Context: an optimization exercise on an open-source flow, tuned for a short achievable clock period and few clock cycles. The choices shown serve that exercise and are no tape-out recipe.
Only simulation tests tie the RTL to the original design; equivalence was not proved.
The clock input has no modelled driver; a real chip could not lean on it and would need a root buffer or a full tree.
Power is estimated from default activity; no workload was simulated.

Design l2_ctrl_top, start of the top module:
module l2_ctrl_top
(
    input  logic       clk,
    input  logic       rst,
    input  logic       cpu_req_valid_i,
    input  logic [1:0] cpu_req_msg_i,     
    input  logic [15:0] cpu_req_addr_i,   
    output logic       cpu_req_ready_o,
    output logic       rd_rsp_valid_o,
    output logic [11:0] rd_rsp_addr_o,
    input  logic       rd_rsp_ready_i,
    output logic       req_out_valid_o,
    output logic [1:0] req_out_msg_o,     
    output logic [11:0] req_out_addr_o,
    input  logic       req_out_ready_i,
    output logic       inval_valid_o,
    output logic [11:0] inval_addr_o,
    input  logic       inval_ready_i
);
    localparam int NS = l2_cfg_pkg::L2_SETS;
    localparam int NW = l2_cfg_pkg::L2_WAYS;
    logic [NS*NW-1:0] arr_vld_q, arr_exc_q, arr_dty_q;
    logic [7:0]       arr_tag_q [NS*NW];
    logic        a_v_q;
    logic [1:0]  a_msg_q;
    logic [7:0]  a_tag_q;
    logic [3:0]  a_set_q;
    logic [NS-1:0] a_sdec_q;
    logic        p_v_q;
    logic        p_rd_q, p_at_q, p_wr_q;
    logic [7:0]  p_tag_q;
    logic [3:0]  p_set_q;
    logic [NS-1:0] p_sdec_q;
    logic [NW-1:0] p_vld_q, p_exc_q, p_dty_q, p_mat_q;
    logic [7:0]  p_wtag_q [NW];
    logic        w_v_q;
    logic [3:0]  w_set_q;
    logic [NS-1:0] w_sdec_q;
    logic [NW-1:0] w_way_q;
    logic        w_exc_q, w_dty_q;
    logic [7:0]  w_tag_q;
    logic [NW-1:0] vic_q;
    logic        rdy_q;
    logic a_acc;
    assign a_acc = cpu_req_valid_i && rdy_q;
    always_ff @(posedge clk or negedge rst) begin
  ...
Size: about 1000 flip-flops, about 66 I/O pins, roughly 43000 um2 of cells after synthesis.
Settings: LEC_CHECK=0, CAP_MARGIN=20, CORE_MARGIN=2, CORE_UTILIZATION=40, SETUP_SLACK_MARGIN=0.2, SLEW_MARGIN=20; clock period 5.5 ns.
run.sh (not shown) runs the stock make flow with config.mk's settings and CLKGATE_MAP_FILE= SYNTH_SCRIPT=/design/flow/synth_recipe.tcl, a recipe that flattens the netlist after the stock synthesis.
The baseline finished clean.
Testbench counts at the start, summed over its fixed seeds: cycles 4,822.
Next try:
Settings changed: ABC_CLOCK_PERIOD_IN_PS set to 1900, SETUP_SLACK_MARGIN 0.2 to 3.6.
Result:
- The new run finished with timing, DRC and antenna clean
- sequential power shrinks by about 0.6%
- wire length grows by 11%
- cell count grows by 4.7%
- non-clock buffer count grows by 178
- power grows by 0.72%
- count of clock-buffer cells in the layout grows by 14
- synthesized area does not change

========
Setup of before:
Another version of the RTL of l2_ctrl_top (not shown whole).
For scale: ~3300 cells after synthesis, about 1200 flip-flops, about 66 I/O pins, about 0.047 sq mm of cells after synthesis.
Settings: LEC_CHECK=0, ABC_CLOCK_PERIOD_IN_PS=1900, CAP_MARGIN=20, CORE_MARGIN=2, CORE_UTILIZATION=40, SETUP_SLACK_MARGIN=3.6, SLEW_MARGIN=20; clock period 5.5 ns.
standard.sh (not shown) runs the stock make flow with config.mk's settings and CLKGATE_MAP_FILE= SYNTH_SCRIPT=/design/flow/synth_recipe.tcl, a recipe that flattens the netlist after the stock synthesis.
==> flow/flow/run.sh <==
#!/bin/bash
set -euo pipefail
here=$(pwd)
export PRE_CTS_TCL="$here/flow/cts_hook.tcl"
bash standard.sh finish "PRE_CTS_TCL=$here/flow/cts_hook.tcl" > "$here/flow_make.log" 2>&1
==> flow/flow/clock_tree.tcl <==
# Two-level clock tree: the clock port drives four root buffers (or
# inverters), each root drives the leaf buffers (or inverters) of its region,
# each leaf drives a cluster of clock pins. Clusters come from recursive median bisection, so every leaf has
# the same number of sinks (within one) and every root the same number of leaves.

proc ct_split {items depth} {
  # items: list of {x y payload}; returns list of groups after depth bisections
  if {$depth == 0 || [llength $items] < 2} {
    return [list $items]
  }
  set xs [lmap i $items {lindex $i 0}]
  set ys [lmap i $items {lindex $i 1}]
  set dx [expr {[tcl::mathfunc::max {*}$xs] - [tcl::mathfunc::min {*}$xs]}]
  set dy [expr {[tcl::mathfunc::max {*}$ys] - [tcl::mathfunc::min {*}$ys]}]
  set k [expr {$dx >= $dy ? 0 : 1}]
  set sorted [lsort -real -index $k $items]
  set h [expr {[llength $sorted] / 2}]
  set a [lrange $sorted 0 [expr {$h - 1}]]
  set b [lrange $sorted $h end]
  return [concat [ct_split $a [expr {$depth - 1}]] [ct_split $b [expr {$depth - 1}]]]
}

proc ct_split_k {items k} {
  # items: list of {x y payload}; returns k groups of near-equal size
  if {$k <= 1 || [llength $items] < 2} {
    return [list $items]
  }
  set xs [lmap i $items {lindex $i 0}]
  set ys [lmap i $items {lindex $i 1}]
  set dx [expr {[tcl::mathfunc::max {*}$xs] - [tcl::mathfunc::min {*}$xs]}]
  set dy [expr {[tcl::mathfunc::max {*}$ys] - [tcl::mathfunc::min {*}$ys]}]
  set ix [expr {$dx >= $dy ? 0 : 1}]
  set sorted [lsort -real -index $ix $items]
  set k1 [expr {$k / 2}]
  set h [expr {[llength $sorted] * $k1 / $k}]
  set a [lrange $sorted 0 [expr {$h - 1}]]
  set b [lrange $sorted $h end]
  return [concat [ct_split_k $a $k1] [ct_split_k $b [expr {$k - $k1}]]]
}

proc ct_centroid {items} {
  set sx 0.0; set sy 0.0
  foreach i $items {
    set sx [expr {$sx + [lindex $i 0]}]
    set sy [expr {$sy + [lindex $i 1]}]
  }
  set n [llength $items]
  return [list [expr {int($sx / $n)}] [expr {int($sy / $n)}]]
}

proc ct_out {inst} {
  set it [$inst findITerm X]
  if {$it == "NULL" || $it == ""} {
    set it [$inst findITerm Y]
  }
  return $it
}

proc build_clock_tree {clk_name root_depth leaf_depth root_master leaf_master} {
  set db [ord::get_db]
  set block [ord::get_db_block]
  set clk [$block findNet $clk_name]
  set rootm [$db findMaster $root_master]
  set leafm [$db findMaster $leaf_master]
  set sinks {}
  foreach it [$clk getITerms] {
    set inst [$it getInst]
    set bb [$inst getBBox]
    set x [expr {([$bb xMin] + [$bb xMax]) / 2}]
    set y [expr {([$bb yMin] + [$bb yMax]) / 2}]
    lappend sinks [list $x $y $it]
  }
  puts "clock tree: [llength $sinks] sinks"
  set regions [ct_split $sinks $root_depth]
  set r 0
  set nleaf 0
  foreach reg $regions {
    set rnet [odb::dbNet_create $block "ctree_root_${r}_net"]
    $rnet setSigType CLOCK
    set leaves [ct_split_k $reg $leaf_depth]
    set lpos {}
    foreach lf $leaves {
      set c [ct_centroid $lf]
      set b [odb::dbInst_create $block $leafm "ctree_leaf_${nleaf}"]
      $b setLocation [lindex $c 0] [lindex $c 1]
      $b setPlacementStatus PLACED
      set lnet [odb::dbNet_create $block "ctree_leaf_${nleaf}_net"]
      $lnet setSigType CLOCK
      foreach s $lf {
        set it [lindex $s 2]
        $it disconnect
        $it connect $lnet
      }
      [ct_out $b] connect $lnet
      [$b findITerm A] connect $rnet
      lappend lpos [list [lindex $c 0] [lindex $c 1] $b]
      incr nleaf
    }
    set c [ct_centroid $lpos]
    set rb [odb::dbInst_create $block $rootm "ctree_root_${r}"]
    $rb setLocation [lindex $c 0] [lindex $c 1]
    $rb setPlacementStatus PLACED
    [ct_out $rb] connect $rnet
    [$rb findITerm A] connect $clk
    incr r
  }
  puts "clock tree: $r roots, $nleaf leaves"
}
==> flow/flow/cts_hook.tcl <==
# PRE_CTS_TCL hook: replace TritonCTS by a balanced two-level tree built by
# clock_tree.tcl: the clock port drives four inv_16 roots, each root drives
# 14 inv_12 leaves, each leaf a cluster of about 21 clock pins. The two
# inversions cancel, so the registers still see the rising edge. The stage
# then goes on as usual (legalisation, setup and hold repair).
source [file join [file dirname [info script]] clock_tree.tcl]

rename clock_tree_synthesis triton_clock_tree_synthesis
proc clock_tree_synthesis {args} {
  build_clock_tree clk 2 14 sky130_fd_sc_hd__inv_16 sky130_fd_sc_hd__inv_12
  global_connect
  set_propagated_clock [all_clocks]
}
Testbench counts of before, summed over its fixed seeds: cycles 4,824.
[inputs] after vs before
-- flow/flow/clock_tree.tcl --
<<< before, line 1
# Two-level clock tree: the clock port drives four root buffers (or
# inverters), each root drives the leaf buffers (or inverters) of its region,
# each leaf drives a cluster of clock pins. Clusters come from recursive median bisection, so every leaf has
# the same number of sinks (within one) and every root the same number of leaves.
>>> after, line 1
# Two-level clock tree: the clock port drives NROOT root buffers, each root
# drives the leaf buffers of its region, each leaf buffer drives a cluster of
# clock pins. Clusters come from recursive median bisection, so every leaf has
# the same number of sinks (within one) and every root the same number of leaves.
<<< before, line 22

proc ct_split_k {items k} {
  # items: list of {x y payload}; returns k groups of near-equal size
  if {$k <= 1 || [llength $items] < 2} {
    return [list $items]
  }
  set xs [lmap i $items {lindex $i 0}]
  set ys [lmap i $items {lindex $i 1}]
  set dx [expr {[tcl::mathfunc::max {*}$xs] - [tcl::mathfunc::min {*}$xs]}]
  set dy [expr {[tcl::mathfunc::max {*}$ys] - [tcl::mathfunc::min {*}$ys]}]
  set ix [expr {$dx >= $dy ? 0 : 1}]
  set sorted [lsort -real -index $ix $items]
  set k1 [expr {$k / 2}]
  set h [expr {[llength $sorted] * $k1 / $k}]
  set a [lrange $sorted 0 [expr {$h - 1}]]
  set b [lrange $sorted $h end]
  return [concat [ct_split_k $a $k1] [ct_split_k $b [expr {$k - $k1}]]]
}

proc ct_centroid {items} {
>>> after, line 22

proc ct_centroid {items} {
<<< before, line 48
  return [list [expr {int($sx / $n)}] [expr {int($sy / $n)}]]
}

proc ct_out {inst} {
  set it [$inst findITerm X]
  if {$it == "NULL" || $it == ""} {
    set it [$inst findITerm Y]
  }
  return $it
}
>>> after, line 30
  return [list [expr {int($sx / $n)}] [expr {int($sy / $n)}]]
}
<<< before, line 79
    $rnet setSigType CLOCK
    set leaves [ct_split_k $reg $leaf_depth]
    set lpos {}
>>> after, line 53
    $rnet setSigType CLOCK
    set leaves [ct_split $reg $leaf_depth]
    set lpos {}
<<< before, line 93
      }
      [ct_out $b] connect $lnet
      [$b findITerm A] connect $rnet
>>> after, line 67
      }
      [$b findITerm X] connect $lnet
      [$b findITerm A] connect $rnet
<<< before, line 102
    $rb setPlacementStatus PLACED
    [ct_out $rb] connect $rnet
    [$rb findITerm A] connect $clk
>>> after, line 76
    $rb setPlacementStatus PLACED
    [$rb findITerm X] connect $rnet
    [$rb findITerm A] connect $clk
==> flow/flow/cts_hook.tcl <==
# PRE_CTS_TCL hook: replace TritonCTS by a balanced two-level tree built by
# clock_tree.tcl (four root buffers on the clock port, 64 leaf buffers), then
# let the stage go on as usual (legalisation, setup and hold repair).
source [file join [file dirname [info script]] clock_tree.tcl]

rename clock_tree_synthesis triton_clock_tree_synthesis
proc clock_tree_synthesis {args} {
  build_clock_tree clk 2 4 sky130_fd_sc_hd__buf_16 sky130_fd_sc_hd__buf_12
  global_connect
  set_propagated_clock [all_clocks]
}
==> comparison <==
| wire length | higher: before |. Per the comparison of after with before, footprint of the flip-flops and latches stayed essentially flat, post-synthesis cell count stayed essentially flat, worst stage delay on the critical path fell by 0.02 ns.
In every run of this note, the design's own scripts or RTL, not TritonCTS, make the clock network.

port drivers added, routing unchanged:
How much do the figures lean on ideal ports? The routed layouts below were timed once more, with nothing changed but the port constraints.
Step 1, drivers: a clkbuf_16 drives clk and a buf_2 each remaining input, both assumed.
Step 2 moves the port delays by t, midway between the first and last clock arrival at a register: inputs arrive t later, outputs are due t later. That takes back most of the time a late clock gives input paths.
Three values: ideal, step 1, step 2; two values: the first two.
| run | t, ns | slack for setup (ns) | slew at the worst register clock pin (ns) |
|---|---|---|---|
| the first run of note 1 | 0.750 | 2.219 / 2.219 / 2.076 | 0.07 / 0.07 |
| the second run of note 1 | 0.742 | 3.081 / 3.010 / 2.841 | 0.07 / 0.07 |
| before | 0.568 | 3.456 / 3.291 / 2.942 | 0.11 / 0.11 |
| after | 0.614 | 3.406 / 3.264 / 2.924 | 0.09 / 0.09 |
After both steps every run listed still meets setup and hold. For before, which loses most, drivers alone change the setup slack by -0.165 ns; drivers and shift together by -0.514 ns.
